What follows belongs to an exercise in optimizing a design on an open flow for small area; a production flow would make more cautious choices. Function was checked by simulation only, so behaviour that the tests miss may differ from the original. Power figures rest on the tool's default switching activity, not on a simulated workload. The clock port is modelled as an ideal driver; clocking choices that lean on that would not hold on a real chip.

// day08_pair_scheduler
module day08_pair_scheduler
#(
    parameter int  MAX_NODE_COUNT  = 10,
    parameter int  COORD_BIT_WIDTH = day08_pkg::DAY08_COORD_BIT_WIDTH,
    parameter int  DIMENSIONS      = day08_pkg::DAY08_DIMENSIONS,
    parameter int  BATCH_SIZE      = 2,
    localparam int INDEX_BIT_WIDTH = $clog2(MAX_NODE_COUNT)
) (
    input  logic                                                       clk,
    input  logic                                                       rst_n,
    input  logic                                                       load_valid,
    output logic                                                       load_ready,
    input  logic [0:DIMENSIONS-1][COORD_BIT_WIDTH-1:0]                 load_coord,
    input  logic                                                       load_last,
    input  logic                                                       in_ready,
    output logic [0:BATCH_SIZE-1][0:DIMENSIONS-1][COORD_BIT_WIDTH-1:0] batch_coords,
    output logic [0:BATCH_SIZE-1][INDEX_BIT_WIDTH-1:0]                 batch_indices,
    output logic [BATCH_SIZE-1:0]                                      batch_valid,
    output logic                                                       batch_line_end,
    output logic                                                       batch_stream_end,
    output logic [INDEX_BIT_WIDTH:0]                                   node_count,
    output logic                                                       done
);
export LEC_CHECK = 0
export CAP_MARGIN = 20
export CORE_MARGIN = 2
export CORE_UTILIZATION = 65
export SLEW_MARGIN = 20
create_clock -name core_clock -period 5.5 [get_ports {clk}]
standard.sh (not shown) runs the stock make flow with config.mk's settings and CLKGATE_MAP_FILE= SYNTH_SCRIPT=/design/flow/synth_recipe.tcl, a recipe that flattens the netlist after the stock synthesis.
==> flow/flow/run.sh <==
#!/bin/bash
# Standard layout, with two changes to the cells it picks:
#  - port buffers are buf_1 (the default picks a 10 um2 delay buffer);
#  - the clock tree uses clkbuf_16 sink buffers on larger sink clusters and
#    no dummy loads.
set -euo pipefail
export BUFFER_PORTS_ARGS="-buffer_cell sky130_fd_sc_hd__buf_1"
export CTS_ARGS="-sink_clustering_enable -repair_clock_nets -dont_use_dummy_load -buf_list sky130_fd_sc_hd__clkbuf_16 -sink_clustering_size 30 -sink_clustering_max_diameter 80"
bash standard.sh > make_finish.log 2>&1
Edit:
GPL_ROUTABILITY_DRIVEN = 0   (was unset)
GPL_TIMING_DRIVEN = 0   (was unset)
=>
- design area increases by 2.2%
- total power increases by 3.2%
- die area does not change
- synthesized area stays the same
- combinational power increases by 20%
- setup slack got worse by 770 ps
- first-iteration DRC count increases by 18%

* * *

Starting RTL as in the previous note.
## day08_pair_scheduler
module day08_pair_scheduler
#(
    parameter int  MAX_NODE_COUNT  = 10,
    parameter int  COORD_BIT_WIDTH = day08_pkg::DAY08_COORD_BIT_WIDTH,
    parameter int  DIMENSIONS      = day08_pkg::DAY08_DIMENSIONS,
    parameter int  BATCH_SIZE      = 2,
    localparam int INDEX_BIT_WIDTH = $clog2(MAX_NODE_COUNT)
) (
    input  logic                                                       clk,
    input  logic                                                       rst_n,
    input  logic                                                       load_valid,
    output logic                                                       load_ready,
    input  logic [0:DIMENSIONS-1][COORD_BIT_WIDTH-1:0]                 load_coord,
    input  logic                                                       load_last,
    input  logic                                                       in_ready,
    output logic [0:BATCH_SIZE-1][0:DIMENSIONS-1][COORD_BIT_WIDTH-1:0] batch_coords,
    output logic [0:BATCH_SIZE-1][INDEX_BIT_WIDTH-1:0]                 batch_indices,
    output logic [BATCH_SIZE-1:0]                                      batch_valid,
    output logic                                                       batch_line_end,
  ...
==> flow/config.mk <==
export PLATFORM = sky130hd
export DESIGN_NAME = day08_pair_scheduler
export DESIGN_NICKNAME = day08_pair_scheduler
export VERILOG_FILES = /design/flow/design.v
export SDC_FILE = /design/flow/constraint.sdc
export NUM_CORES = 4
export LEC_CHECK = 0
export CAP_MARGIN = 20
export CORE_MARGIN = 2
export CORE_UTILIZATION = 80
export SLEW_MARGIN = 20
==> flow/constraint.sdc <==
create_clock -name core_clock -period 5.5 [get_ports {clk}]
set_input_delay 1.1000 -clock core_clock [delete_from_list [all_inputs] [get_ports {clk}]]
set_output_delay 1.1000 -clock core_clock [all_outputs]
set_load 0.01 [all_outputs]
Scripts as last shown in full above: flow/flow/run.sh
Next try:
- CORE_UTILIZATION: 80 -> 35
Final cell count is higher by a quarter to a third.
First-iteration DRC count falls by well over a third.
Utilization falls by 48 points.
Total power goes up slightly.
Clock skew hardly moves.
Die area grows by well over a third.
Fmax is higher slightly.

* * *

Setup of the reference run:
The RTL this note starts from:
==> flow/design.v <==
`default_nettype none
package day08_pkg;
    localparam int DAY08_COORD_BIT_WIDTH = 32;
    localparam int DAY08_DIMENSIONS      = 3;
    typedef logic [DAY08_COORD_BIT_WIDTH-1:0] coord_t;
    typedef coord_t [0:DAY08_DIMENSIONS-1]    point_t;
endpackage
`default_nettype wire
`default_nettype none
module day08_point_store #(
    parameter int  DEPTH      = 10,
    parameter int  POINT_W    = 96,
    localparam int ROWS       = (DEPTH + 1) / 2
) (
    input  logic               clk,
    input  logic [DEPTH-1:0]   wr_en,
    input  logic [POINT_W-1:0] wr_data,
    input  logic [ROWS-1:0]    rd_even_sel,
    input  logic [ROWS-1:0]    rd_odd_sel,
    output logic [POINT_W-1:0] rd_even,
    output logic [POINT_W-1:0] rd_odd
);
    logic [POINT_W-1:0] r_mem [0:DEPTH-1];
    for (genvar i = 0; i < DEPTH; i++) begin : g_ent
        always_ff @(posedge clk) begin
            if (wr_en[i]) r_mem[i] <= wr_data;
        end
    end
    always_comb begin
        rd_even = '0;
        rd_odd  = '0;
        for (int r = 0; r < ROWS; r++) begin
            rd_even = rd_even | ({POINT_W{rd_even_sel[r]}} & r_mem[2*r]);
            if (2*r+1 < DEPTH)
                rd_odd = rd_odd | ({POINT_W{rd_odd_sel[r]}} & r_mem[2*r+1]);
        end
    end
endmodule
`default_nettype wire
`default_nettype none
module day08_pair_scheduler
#(
    parameter int  MAX_NODE_COUNT  = 10,
    parameter int  COORD_BIT_WIDTH = day08_pkg::DAY08_COORD_BIT_WIDTH,
    parameter int  DIMENSIONS      = day08_pkg::DAY08_DIMENSIONS,
    parameter int  BATCH_SIZE      = 2,
    localparam int INDEX_BIT_WIDTH = $clog2(MAX_NODE_COUNT)
) (
    input  logic                                                       clk,
    input  logic                                                       rst_n,
    input  logic                                                       load_valid,
    output logic                                                       load_ready,
    input  logic [0:DIMENSIONS-1][COORD_BIT_WIDTH-1:0]                 load_coord,
    input  logic                                                       load_last,
    input  logic                                                       in_ready,
    output logic [0:BATCH_SIZE-1][0:DIMENSIONS-1][COORD_BIT_WIDTH-1:0] batch_coords,
    output logic [0:BATCH_SIZE-1][INDEX_BIT_WIDTH-1:0]                 batch_indices,
    output logic [BATCH_SIZE-1:0]                                      batch_valid,
    output logic                                                       batch_line_end,
    output logic                                                       batch_stream_end,
    output logic [INDEX_BIT_WIDTH:0]                                   node_count,
    output logic                                                       done
);
    localparam int PW  = DIMENSIONS * COORD_BIT_WIDTH;
    localparam int IW  = INDEX_BIT_WIDTH;
    localparam int CW  = INDEX_BIT_WIDTH + 1;
    localparam int ROWS = (MAX_NODE_COUNT + 1) / 2;
    logic           r_load;
    logic           r_done;
    logic [CW-1:0]  r_node_count;
    logic [IW-1:0]  r_ref;
    logic [IW-1:0]  r_cur;
    logic           w_stream;
    logic           w_wr;
    logic           w_last_load;
    logic [MAX_NODE_COUNT-1:0] w_wr_en;
    logic [CW-1:0]  w_cur1;
    logic [CW-1:0]  w_cur2;
    logic [CW-1:0]  w_ref2;
    logic           w_valid1;
    logic           w_line_end;
    logic           w_stream_end;
    logic           w_accept;
    logic [ROWS-1:0] r_even_sel;
    logic [ROWS-1:0] r_odd_sel;
    logic [ROWS-1:0] w_ref1_even_sel;
    logic [ROWS-1:0] w_ref1_odd_sel;
    logic [IW-1:0]   w_ref1;
    logic [PW-1:0]  w_even;
    logic [PW-1:0]  w_odd;
    assign w_stream     = !r_load && !r_done;
    assign w_wr         = r_load && load_valid;
    assign w_last_load  = w_wr && (load_last || (r_node_count == CW'(MAX_NODE_COUNT - 1)));
    assign w_cur1       = {1'b0, r_cur} + CW'(1);
    assign w_cur2       = {1'b0, r_cur} + CW'(2);
    assign w_ref2       = {1'b0, r_ref} + CW'(2);
    assign w_valid1     = (w_cur1 < r_node_count);
    assign w_line_end   = (w_cur2 >= r_node_count);
    assign w_stream_end = w_line_end && (w_ref2 >= r_node_count);
    assign w_accept     = w_stream && in_ready;
    for (genvar i = 0; i < MAX_NODE_COUNT; i++) begin : g_we
        assign w_wr_en[i] = w_wr && (r_node_count[IW-1:0] == IW'(i));
    end
    always_ff @(posedge clk or negedge rst_n) begin
        if (!rst_n) begin
            r_load       <= 1'b1;
            r_done       <= 1'b0;
            r_node_count <= '0;
        end else begin
            if (w_wr) begin
                r_node_count <= r_node_count + CW'(1);
            end
            if (w_last_load) begin
                r_load <= 1'b0;
            end
            if (w_accept && w_stream_end) begin
                r_done <= 1'b1;
            end
        end
    end
    always_ff @(posedge clk) begin
        if (w_last_load) begin
            r_ref <= '0;
            r_cur <= '0;
        end else if (w_accept) begin
            if (w_line_end) begin
                r_ref <= r_ref + IW'(1);
                r_cur <= r_ref + IW'(1);
            end else begin
                r_cur <= r_cur + IW'(2);
            end
        end
    end
    assign w_ref1 = r_ref + IW'(1);
    for (genvar r = 0; r < ROWS; r++) begin : g_sel
        assign w_ref1_even_sel[r] = ((w_ref1 + IW'(1)) >> 1) == IW'(r);
        assign w_ref1_odd_sel[r]  = (w_ref1 >> 1) == IW'(r);
    end
    always_ff @(posedge clk) begin
        if (w_last_load) begin
            r_even_sel <= ROWS'(1);
            r_odd_sel  <= ROWS'(1);
        end else if (w_accept) begin
            if (w_line_end) begin
                r_even_sel <= w_ref1_even_sel;
                r_odd_sel  <= w_ref1_odd_sel;
            end else begin
                r_even_sel <= r_even_sel << 1;
                r_odd_sel  <= r_odd_sel << 1;
            end
        end
    end
    day08_point_store #(
        .DEPTH   (MAX_NODE_COUNT),
        .POINT_W (PW)
    ) u_store (
        .clk         (clk),
        .wr_en       (w_wr_en),
        .wr_data     (load_coord),
        .rd_even_sel (r_even_sel),
        .rd_odd_sel  (r_odd_sel),
        .rd_even     (w_even),
        .rd_odd      (w_odd)
    );
    assign batch_coords[0]  = r_cur[0] ? w_odd : w_even;
    assign batch_coords[1]  = r_cur[0] ? w_even : w_odd;
    assign batch_indices[0] = r_cur;
    assign batch_indices[1] = w_cur1[IW-1:0];
    assign batch_valid      = {w_stream && w_valid1, w_stream};
    assign batch_line_end   = w_stream && w_line_end;
    assign batch_stream_end = w_stream && w_stream_end;
    assign load_ready       = r_load;
    assign done             = r_done;
    assign node_count       = r_node_count;
endmodule
`default_nettype wire
export LEC_CHECK = 0
export CAP_MARGIN = 20
export CORE_MARGIN = 2
export CORE_UTILIZATION = 35
export SLEW_MARGIN = 20
create_clock -name core_clock -period 5.5 [get_ports {clk}]
Scripts as last shown in full above: flow/flow/run.sh
The reference run: no failed stages, no open violations at the end
What the trial run does differently from the reference run at the input level:
==> flow/run.sh (new file) <==
#!/bin/bash
# synth_recipe.tcl (not shown) runs the flow's synth.tcl, then flattens the netlist and writes it again
# the make line also repeats each setting of config.mk as NAME=value (left out here)
make -C /OpenROAD-flow-scripts/flow DESIGN_CONFIG=/design/flow/config.mk WORK_HOME=/design/flow/orfs CLKGATE_MAP_FILE= SYNTH_SCRIPT=/design/flow/synth_recipe.tcl finish
removed: flow/flow/run.sh
removed: flow/standard.sh
Notes after the runs:
As far as multiplexer share of the synthesized area goes, the reference run and the trial run are indistinguishable; the numbers are identical. Compared the trial run vs the reference run, and proportion of cell area occupied by multi-input gates is down in the trial run. Going from the reference run to the trial run, stage delay of the slowest cell on the critical path shrinks by 0.11 ns. The trial run has growth of design area from synthesis to finish above what the reference run had. Per the comparison of the trial run with the reference run, power picked up an extra 4.3 mW, share of final-layout standard cells stronger than drive strength 1 picked up an extra 3.4 points, sequential share of layout area lost 6.5 points. Compared with the reference run, in the trial run cell area has increased, part of the power in the clock network has increased. On number of buffers other than clock buffers in the final layout, the trial run and the reference run are neck and neck. Where final-layout worst hold slack is concerned, the reference run is outperformed by the trial run.

-- port drivers added, routing unchanged --
The results above use ideal ports. As a check the final layouts listed here were re-extracted and re-timed, cells and wires unchanged.
Step 1 assumes that a clkbuf_16 drives the clock port and a buf_2 every other input.
Step 2 also shifts input and output timing later by t, the mid clock arrival at the registers, as if the neighbouring blocks saw the same clock.
a / b / c = ideal ports / drivers / drivers and shift; a / b = the first two.
| run | t, ns | setup slack, ns | worst hold slack (ns) | worst setup path after step 2 |
|---|---|---|---|---|
| the first run of note 1 | 0.653 | 0.960 / 0.898 / 1.551 | 0.407 / 0.367 / 0.545 | register to output |
| the second run of note 1 | 0.652 | 0.190 / 0.127 / 0.779 | 0.395 / 0.354 / 0.539 | register to output |
| the first run of note 2 | 0.649 | 0.941 / 0.882 / 1.531 | 0.440 / 0.405 / 0.532 | register to output |
| the second run of note 2 | 0.674 | 1.023 / 0.962 / 1.636 | 0.351 / 0.313 / 0.523 | register to output |
| the reference run | 0.669 | 0.915 / 0.849 / 1.519 | 0.394 / 0.354 / 0.547 | register to output |
| the trial run | 0.730 | 0.756 / 0.692 / 1.422 | 0.547 / 0.547 / 0.547 | register to output |
After both steps every run listed still meets setup and hold.
